What follows belongs to an exercise in optimizing a design on an open flow for small area, a short achievable clock period and few clock cycles per item; a production flow would make more cautious choices.
The RTL was checked by simulation tests, not by an equivalence proof against the original design.

`design/flow/config.mk`:
```
export PLATFORM = sky130hd
export DESIGN_NAME = stepper_ramp_period_generator
export DESIGN_NICKNAME = stepper_ramp_period_generator
export VERILOG_FILES = /design/flow/design.v
export SDC_FILE = /design/flow/constraint.sdc
export NUM_CORES = 4
export LEC_CHECK = 0
export CAP_MARGIN = 20
export CORE_MARGIN = 2
export CORE_UTILIZATION = 40
export SLEW_MARGIN = 20
```
`design/flow/constraint.sdc`:
```
create_clock -name core_clock -period 12.0 [get_ports {clk}]
set_input_delay 2.4000 -clock core_clock [delete_from_list [all_inputs] [get_ports {clk}]]
set_output_delay 2.4000 -clock core_clock [all_outputs]
set_load 0.01 [all_outputs]
```
`design/flow/design.v`:
```
`default_nettype none
package srpg_pkg;
	localparam int UPC_W = 5;
	localparam logic [UPC_W-1:0] UPC_FIN = 5'd21;
	localparam int F_W   = 98;    
	localparam int ACC_W = 128;
	typedef enum logic [2:0] {
		PH_START = 3'd0,
		PH_UP    = 3'd1,
		PH_CRUISE = 3'd2,
		PH_DOWN  = 3'd3,
		PH_END   = 3'd4
	} phase_t;
	typedef enum logic [3:0] {
		MS_NONE,
		MS_PP,
		MS_M0P0,
		MS_M0P1,
		MS_M1P0,
		MS_M1P1,
		MS_Q00,
		MS_Q01,
		MS_Q11,
		MS_PF0,
		MS_PF1
	} mul_sel_t;
	typedef enum logic [2:0] {
		AC_NONE,
		AC_LOAD0,
		AC_ADD32,
		AC_ADD33,
		AC_ADD64
	} acc_op_t;
	typedef enum logic [2:0] {
		MV_NONE,
		MV_P2,
		MV_Q,
		MV_F1,
		MV_F2,
		MV_F3,
		MV_R
	} mv_t;
	typedef enum logic [1:0] {
		SQ_NEXT,
		SQ_JMP_FIXED,
		SQ_FIN
	} seq_t;
	typedef struct packed {
		mul_sel_t mul_sel;
		acc_op_t  acc_op;
		mv_t      mv;
		seq_t     seq;
	} ucw_t;
	localparam ucw_t UCW_NOP = {MS_NONE, AC_NONE, MV_NONE, SQ_FIN};
	function automatic logic [11:0] ucode(logic [UPC_W-1:0] upc);
		case (upc)
			5'd0:  ucode = {MS_NONE, AC_NONE,  MV_NONE, SQ_JMP_FIXED};
			5'd1:  ucode = {MS_PP,   AC_NONE,  MV_NONE, SQ_NEXT};
			5'd2:  ucode = {MS_NONE, AC_LOAD0, MV_NONE, SQ_NEXT};
			5'd3:  ucode = {MS_NONE, AC_NONE,  MV_P2,   SQ_NEXT};
			5'd4:  ucode = {MS_M0P0, AC_NONE,  MV_NONE, SQ_NEXT};
			5'd5:  ucode = {MS_M0P1, AC_LOAD0, MV_NONE, SQ_NEXT};
			5'd6:  ucode = {MS_M1P0, AC_ADD32, MV_NONE, SQ_NEXT};
			5'd7:  ucode = {MS_M1P1, AC_ADD32, MV_NONE, SQ_NEXT};
			5'd8:  ucode = {MS_NONE, AC_ADD64, MV_NONE, SQ_NEXT};
			5'd9:  ucode = {MS_NONE, AC_NONE,  MV_Q,    SQ_NEXT};
			5'd10: ucode = {MS_Q00,  AC_NONE,  MV_NONE, SQ_NEXT};
			5'd11: ucode = {MS_Q01,  AC_LOAD0, MV_NONE, SQ_NEXT};
			5'd12: ucode = {MS_Q11,  AC_ADD33, MV_NONE, SQ_NEXT};
			5'd13: ucode = {MS_NONE, AC_ADD64, MV_NONE, SQ_NEXT};
			5'd14: ucode = {MS_NONE, AC_NONE,  MV_F1,   SQ_NEXT};
			5'd15: ucode = {MS_NONE, AC_NONE,  MV_F2,   SQ_NEXT};
			5'd16: ucode = {MS_NONE, AC_NONE,  MV_F3,   SQ_NEXT};
			5'd17: ucode = {MS_PF0,  AC_NONE,  MV_NONE, SQ_NEXT};
			5'd18: ucode = {MS_PF1,  AC_LOAD0, MV_NONE, SQ_NEXT};
			5'd19: ucode = {MS_NONE, AC_ADD32, MV_NONE, SQ_NEXT};
			5'd20: ucode = {MS_NONE, AC_NONE,  MV_R,    SQ_NEXT};
			5'd21: ucode = {MS_NONE, AC_NONE,  MV_NONE, SQ_FIN};
			default: ucode = UCW_NOP;
		endcase
	endfunction
endpackage
`default_nettype wire
`default_nettype none
import srpg_pkg::*;
module srpg_datapath (
	input  wire logic              clk,
	input  wire srpg_pkg::ucw_t    ctrl,
	input  wire logic              ramp_up,
	input  wire logic [31:0]       period,
	input  wire logic [55:0]       accel_m,
	output logic      [31:0]       ramp_val
);
	logic [31:0]      mul_a, mul_b;
	logic [63:0]      prod_q;
	logic [ACC_W-1:0] acc_q;
	logic [63:0]      p2_q;
	logic [63:0]      q_q;
	logic [F_W-1:0]   f_q;
	logic [31:0]      r_q;
	logic [31:0]      m1;
	logic [F_W:0]     f_diff;
	logic [31:0]      r_next;
	assign m1 = {8'b0, accel_m[55:32]};
	always_comb begin
		case (ctrl.mul_sel)
			MS_PP:   begin mul_a = period;         mul_b = period;       end
			MS_M0P0: begin mul_a = accel_m[31:0];  mul_b = p2_q[31:0];   end
			MS_M0P1: begin mul_a = accel_m[31:0];  mul_b = p2_q[63:32];  end
			MS_M1P0: begin mul_a = m1;             mul_b = p2_q[31:0];   end
			MS_M1P1: begin mul_a = m1;             mul_b = p2_q[63:32];  end
			MS_Q00:  begin mul_a = q_q[31:0];      mul_b = q_q[31:0];    end
			MS_Q01:  begin mul_a = q_q[31:0];      mul_b = q_q[63:32];   end
			MS_Q11:  begin mul_a = q_q[63:32];     mul_b = q_q[63:32];   end
			MS_PF0:  begin mul_a = period;         mul_b = f_q[31:0];    end
			MS_PF1:  begin mul_a = period;         mul_b = f_q[63:32];   end
			default: begin mul_a = '0;             mul_b = '0;           end
		endcase
	end
	assign f_diff = {1'b0, f_q} - {35'b0, q_q};
	always_comb begin
		if (period == '0) begin
			r_next = '0;
		end else if (f_q[F_W-1:64] != '0 || acc_q[95:64] != '0) begin
			r_next = '1;
		end else begin
			r_next = acc_q[63:32];
		end
	end
	always_ff @(posedge clk) begin
		if (ctrl.mul_sel != MS_NONE) begin
			prod_q <= mul_a * mul_b;
		end
		case (ctrl.acc_op)
			AC_LOAD0: acc_q <= {64'b0, prod_q};
			AC_ADD32: acc_q <= acc_q + {32'b0, prod_q, 32'b0};
			AC_ADD33: acc_q <= acc_q + {31'b0, prod_q, 33'b0};
			AC_ADD64: acc_q <= acc_q + {prod_q, 64'b0};
			default: ;
		endcase
		case (ctrl.mv)
			MV_P2: p2_q <= acc_q[63:0];
			MV_Q:  q_q  <= acc_q[119:56];
			MV_F1: f_q  <= {2'b0, acc_q[127:32]} + {3'b0, acc_q[127:33]};
			MV_F2: f_q  <= f_q + {{(F_W-33){1'b0}}, 1'b1, 32'b0};
			MV_F3: begin
				if (ramp_up) begin
					f_q <= f_diff[F_W] ? '0 : f_diff[F_W-1:0];
				end else begin
					f_q <= f_q + {34'b0, q_q};
				end
			end
			MV_R:  r_q  <= r_next;
			default: ;
		endcase
	end
	assign ramp_val = r_q;
endmodule
`default_nettype wire
`default_nettype none
import srpg_pkg::*;
module stepper_ramp_period_generator (
	input  wire logic        clk,
	input  wire logic        arst_n,
	input  wire logic        s_tvalid,
	output logic             s_tready,
	input  wire logic [31:0] s_tdata,    
	input  wire logic        s_tuser,    
	output logic             m_tvalid,
	input  wire logic        m_tready,
	output logic      [23:0] m_tdata,    
	output logic             m_tlast,    
	input  wire logic        cfg_we,
	input  wire logic [1:0]  cfg_index,
	input  wire logic [55:0] cfg_data
);
	localparam logic [1:0] REG_BASE   = 2'd0;
	localparam logic [1:0] REG_TARGET = 2'd1;
	localparam logic [1:0] REG_ACCEL  = 2'd2;
	localparam logic [1:0] REG_DIST   = 2'd3;
	logic [15:0]      base_q, target_q;
	logic [55:0]      accel_m_q;
	logic [31:0]      accel_dist_q;
	logic [31:0]      steps_done_q, total_q, period_q;
	logic             busy_q;
	logic [UPC_W-1:0] upc_q, upc_next;
	logic             begin_q;
	logic [31:0]      count_q;
	srpg_pkg::phase_t phase_q;
	srpg_pkg::phase_t phase_cls;
	logic             out_valid_q;
	logic [15:0]      out_period_q;
	srpg_pkg::phase_t out_phase_q;
	logic             out_last_q;
	srpg_pkg::ucw_t   ctrl;
	logic [31:0]      ramp_val;
	logic             accept, fixed_path, fin_go;
	logic [31:0]      lo_bound, hi_bound, np;
	logic [31:0]      steps_new;
	assign accept   = s_tvalid && s_tready;
	assign s_tready = !busy_q;
	assign ctrl     = busy_q ? srpg_pkg::ucode(upc_q) : UCW_NOP;
	always_comb begin
		if (steps_done_q == '0) begin
			phase_cls = PH_START;
		end else if (steps_done_q >= total_q) begin
			phase_cls = PH_END;
		end else if (steps_done_q <= accel_dist_q) begin
			phase_cls = PH_UP;
		end else if (total_q - steps_done_q <= accel_dist_q) begin
			phase_cls = PH_DOWN;
		end else begin
			phase_cls = PH_CRUISE;
		end
	end
	assign fixed_path = begin_q || !(phase_q == PH_UP || phase_q == PH_DOWN);
	assign fin_go     = busy_q && ctrl.seq == SQ_FIN && (!out_valid_q || m_tready);
	always_comb begin
		case (ctrl.seq)
			SQ_JMP_FIXED: upc_next = fixed_path ? UPC_FIN : upc_q + 1'b1;
			SQ_NEXT:      upc_next = upc_q + 1'b1;
			default:      upc_next = upc_q;
		endcase
	end
	assign lo_bound = {target_q, 16'b0};
	assign hi_bound = {base_q, 16'b0};
	always_comb begin
		case (phase_q)
			PH_CRUISE: np = lo_bound;
			PH_UP, PH_DOWN: begin
				if (ramp_val < lo_bound) begin
					np = lo_bound;
				end else if (ramp_val > hi_bound) begin
					np = hi_bound;
				end else begin
					np = ramp_val;
				end
			end
			default: np = hi_bound;
		endcase
	end
	assign steps_new = (steps_done_q < total_q) ? steps_done_q + 32'd1 : steps_done_q;
	srpg_datapath u_dp (
		.clk      (clk),
		.ctrl     (ctrl),
		.ramp_up  (phase_q == PH_UP),
		.period   (period_q),
		.accel_m  (accel_m_q),
		.ramp_val (ramp_val)
	);
	always_ff @(posedge clk or negedge arst_n) begin
		if (!arst_n) begin
			base_q       <= 16'hFFFF;
			target_q     <= 16'd1000;
			accel_m_q    <= '0;
			accel_dist_q <= '0;
		end else if (cfg_we) begin
			case (cfg_index)
				REG_BASE:   base_q       <= cfg_data[15:0];
				REG_TARGET: target_q     <= cfg_data[15:0];
				REG_ACCEL:  accel_m_q    <= cfg_data;
				REG_DIST:   accel_dist_q <= cfg_data[31:0];
				default: ;
			endcase
		end
	end
	always_ff @(posedge clk or negedge arst_n) begin
		if (!arst_n) begin
			busy_q       <= 1'b0;
			upc_q        <= '0;
			begin_q      <= 1'b0;
			phase_q      <= PH_START;
			steps_done_q <= '0;
			total_q      <= '0;
			period_q     <= '0;
			out_valid_q  <= 1'b0;
		end else begin
			if (fin_go) begin
				out_valid_q <= 1'b1;
			end else if (m_tready) begin
				out_valid_q <= 1'b0;
			end
			if (accept) begin
				busy_q  <= 1'b1;
				upc_q   <= '0;
				begin_q <= !s_tuser;
				phase_q <= s_tuser ? phase_cls : PH_START;
			end else if (fin_go) begin
				busy_q      <= 1'b0;
				if (begin_q) begin
					total_q      <= count_q;
					steps_done_q <= '0;
					period_q     <= '0;
				end else begin
					steps_done_q <= steps_new;
					period_q     <= np;
				end
			end else if (busy_q) begin
				upc_q <= upc_next;
			end
		end
	end
	always_ff @(posedge clk) begin
		if (accept) begin
			count_q <= s_tdata;
		end
		if (fin_go) begin
			out_period_q <= begin_q ? 16'd0 : np[31:16];
			out_phase_q  <= phase_q;
			out_last_q   <= begin_q ? (count_q == '0) : (steps_new >= total_q);
		end
	end
	assign m_tvalid = out_valid_q;
	assign m_tdata  = {5'b0, out_phase_q, out_period_q};
	assign m_tlast  = out_last_q;
endmodule
`default_nettype wire
```
`design/flow/run.sh`:
```
#!/bin/bash
# synth_recipe.tcl (not shown) runs the flow's synth.tcl, then flattens the netlist and writes it again
# the make line also repeats each setting of config.mk as NAME=value (left out here)
make -C /OpenROAD-flow-scripts/flow DESIGN_CONFIG=/design/flow/config.mk WORK_HOME=/design/flow/orfs CLKGATE_MAP_FILE= SYNTH_SCRIPT=/design/flow/synth_recipe.tcl finish
```
==> results.txt <==
-- routing by layer --
layer	GRT usage, %	share of wire, %
met2	51.4	42
met1	48.7	42
met3	7.68	10
met5	0	0.024
met4	16.3	5.7
-- layout by cell type (no fill, tap or decap), drive strengths merged, types with 96 or more instances in the layout --
master,n
edfxtp,502
clkdlybuf4s50,116
a21oi,793
o21a,104
nand4,212
inv,1401
a21o,272
xnor2,334
ha,864
and3,125
buf,317
o21bai,116
nand2,1152
nand3,221
nor2,1067
mux2,141
nand2b,112
nor4,96
nor3,142
clkbuf,112
o21ai,597
dfrtp,205
fa,903
xor2,194
-- worst max-delay path, delay by kind of cell, from the launching register on --
family                     cells  cell delay [ns]
AOI/OAI and AO/OA             13             3.41
buffers and inverters          8             1.25
xor gates and xnor gates       1             0.09
and+or+nand+nor                6             1.29
adders and majority gates      9             4.53
DFF                            1             0.49
muxes                          1             0.26
-- worst min path at each step --
stage,start,depth (start not counted),to
CTS,u_dp.acc_q[9]$_DFFE_PP_,0,u_dp.p2_q[9]$_DFFE_PN_
detailed placement,u_dp.acc_q[11]$_DFFE_PP_,0,u_dp.p2_q[11]$_DFFE_PN_
global placement,u_dp.acc_q[4]$_DFFE_PP_,0,u_dp.p2_q[4]$_DFFE_PN_
finish,u_dp.acc_q[20]$_DFFE_PP_,0,u_dp.p2_q[20]$_DFFE_PN_
floorplan,u_dp.acc_q[0]$_DFFE_PP_,0,u_dp.p2_q[0]$_DFFE_PN_
global route,u_dp.acc_q[2]$_DFFE_PP_,0,u_dp.p2_q[2]$_DFFE_PN_
-- through the flow --
stage	worst slack, ns	util, %	cells
floorplan	1.76	-	11400
global placement	0.379	42.5	14400
detailed placement	0.473	42.5	14400
CTS	0.418	43.8	14600
global route	0.0608	43.8	14600
finish	0.393	43.8	14600
-- cell families (layout without fill, tap and decap cells) --
| group | Yosys count | count (layout) | share of synthesized area [%] |
|---|---|---|---|
| compound gates | 2724 | 2724 | 18.0 |
| xor+xnor | 528 | 528 | 4.75 |
| fa+ha+maj | 1767 | 1767 | 29.7 |
| buf+inv | 1996 | 2004 | 7.86 |
| flops | 729 | 729 | 21.4 |
| mux | 173 | 173 | 1.96 |
| other cells | 1 | 19 | 0.00385 |
| simple gates | 3466 | 3466 | 16.4 |
-- flip-flops by register name, summed over array words and instances, names as in the netlist, 32 cells and up --
signal        count
u_dp.acc_q      128
u_dp.f_q         98
u_dp.p2_q        64
u_dp.prod_q      64
u_dp.q_q         64
accel_m_q        56
accel_dist_q     32
count_q          32
period_q         32
steps_done_q     32
total_q          32
u_dp.r_q         32
-- layout make-up --
| cell class | instances | share of cell area (%) |
|---|---|---|
| well taps | 3202 | 3.77 |
| inverters | 1399 | 4.94 |
| clock buffers | 112 | 2.31 |
| multi-input cells | 8663 | 65.2 |
| repair buffers | 433 | 3.56 |
| diodes | 14 | 0.0329 |
| clock inverters | 60 | 0.681 |
| flip-flops and latches | 729 | 19.5 |
-- what timing repair did --
| action | in CTS | in global routing |
|---|---|---|
| gates resized for setup | 0 | 12 |
| endpoints found under the hold margin | 0 | 0 |
| setup endpoints to repair | 0 | 5 |
| buffers inserted | 0 | 3 |
-- Yosys cell counts (104+ instances only) --
| master | count | area, um2 |
|---|---|---|
| inv_1 | 1395 | 5240 |
| nand4_1 | 211 | 1320 |
| nand2b_1 | 112 | 701 |
| dfrtp_1 | 205 | 5130 |
| a21o_1 | 271 | 2030 |
| mux2_2 | 141 | 1590 |
| ha_1 | 864 | 10800 |
| fa_1 | 903 | 18100 |
| a21oi_1 | 792 | 3960 |
| clkbuf_1 | 474 | 1780 |
| nor3_1 | 141 | 706 |
| o21ai_0 | 570 | 2850 |
| xnor2_1 | 334 | 2930 |
| xor2_1 | 194 | 1700 |
| and3_1 | 125 | 782 |
| nand3_1 | 221 | 1110 |
| o21a_1 | 104 | 781 |
| nand2_1 | 1152 | 4320 |
| nor2_1 | 1064 | 3990 |
| o21bai_1 | 115 | 863 |
| edfxtp_1 | 502 | 15100 |
==> flow_summary.toml <==
[detailed_routing]
ant_nets = 0
drtPass1Iterations = 8
viasPerCell = 6.20
vias = 90600
drcViolationCount = 0
totalWireLength_um = 443000
wire_per_inst_um = 30.3
drtIter0Drc = 11000

[grt]
grt_pass1_wl_um = 632000
grt_antenna_before_repair = 37
grt_pass1_vias = 87900
grtUsageTotal_pct = 34.9
grt_max_degree = 90
grt_overflow = 0

[timing]
finClkSkew_ns = 0.0840
rsz0062_at_grt = "no"
finalCriticalPeriod_ns = 11.61
slew_violations = 0
whs_ns = 0.389
min_period_over_period_pct = 96.7
hold_viol_final = 0
worst_pin_slew_ns = 1.23
final.setup.tns_ns = 0
slew_headroom_pct = 17.7
setup_violations = 0
clock.fmax_mhz = 86.2

[placement]
gp_congestion = 1.03
hpwl_um = 356000
port_buffers = 117
place_area_mm2 = 0.103

[setup_path]
reg2reg_depth = 38
cp_slowest_stage_delay_ns = 0.57
r2r_setup_slack_ns = 0.39
worstPathMaxFanout = 14
worstReg2RegEnd = "u_dp.prod_q[60]$_DFFE_PP_"
r2r_start = "upc_q[4]$_DFFE_PN0P_"
crit_end = "u_dp.prod_q[60]$_DFFE_PP_"
cp_common_cell = "fa_1"
cp_slowest_cell = "fa_1"
start_kind = "flip-flop"
end_kind = "flip-flop"
crit_type = "reg2reg"
cp-startpoint = "upc_q[4]$_DFFE_PN0P_"
required_ns = 12.48
worstPathArrival_ns = 12.09

[synth]
synth-edff-count = 502
yosys_warnings = 2
synth_seq_cells = 729
synthesis.area_mm2 = 0.0973
synth-async-reset-ratio_pct = 31.1
yosysSeqAreaShare_pct = 21.4
yosysUniqueCellTypes = 111
synthFlopType = "edfxtp_1"
netlist_instances = 11400
synth_area_per_cell_um2 = 8.55

[run_status]
status = "finished clean"

[clock_tree]
hold_buffers = 0
cts_tree = "built"
insertion_delay_ns = 0.79
clock_path_buffers = 3
numCtsBuffers = 92
cts.root.buffer_cell = "clkbuf_16"
clk_pin_slew_worst_paths_ns = 0.06
clock-sinks = 729
cts-htree-levels = 3

[final_layout]
drive_above_1_share_pct = 6.91
area_delta_synth_final_pct = 9.27
design_area_mm2 = 0.106
regArea_mm2 = 0.0208
multi_input_area_mm2 = 0.0693
layout.nets = 13200
n_fill_cell = 23900

[floorplanning]
initial_core_util_pct = 40.1
num_io_pins = 123
die_w_um = 497
dieHeight_um = 497
dieArea_mm2 = 0.247
core_mm2 = 0.243
num_rows = 181

[run]
cap_violations = 0

[worst_hold_path]
hp-class = "reg2reg"
Testbench counts, summed over its fixed seeds: cycles 352,780, items 21,940.

[afterwards: timing with drivers on the ports]
How much do the figures lean on ideal ports? The routed layout below was timed once more, with nothing changed but the port constraints.
Step 1 assumes that a clkbuf_16 drives the clock port and a buf_2 every other input.
Step 2 moves the port delays by t, midway between the first and last clock arrival at a register: inputs arrive t later, outputs are due t later. That takes back most of the time a late clock gives input paths.
a / b / c = no drivers / after step 1 / after step 2; a / b = the first two.
t (ns): 0.849
slack for setup (ns): 0.393 / 0.393 / 0.393
worst setup path after step 2: register to register
cell pins on the clock port's net: 1
After both steps setup and hold are still met in this run. The setup slack of this run moves by 0.000 ns with the drivers and by 0.000 ns with both steps.
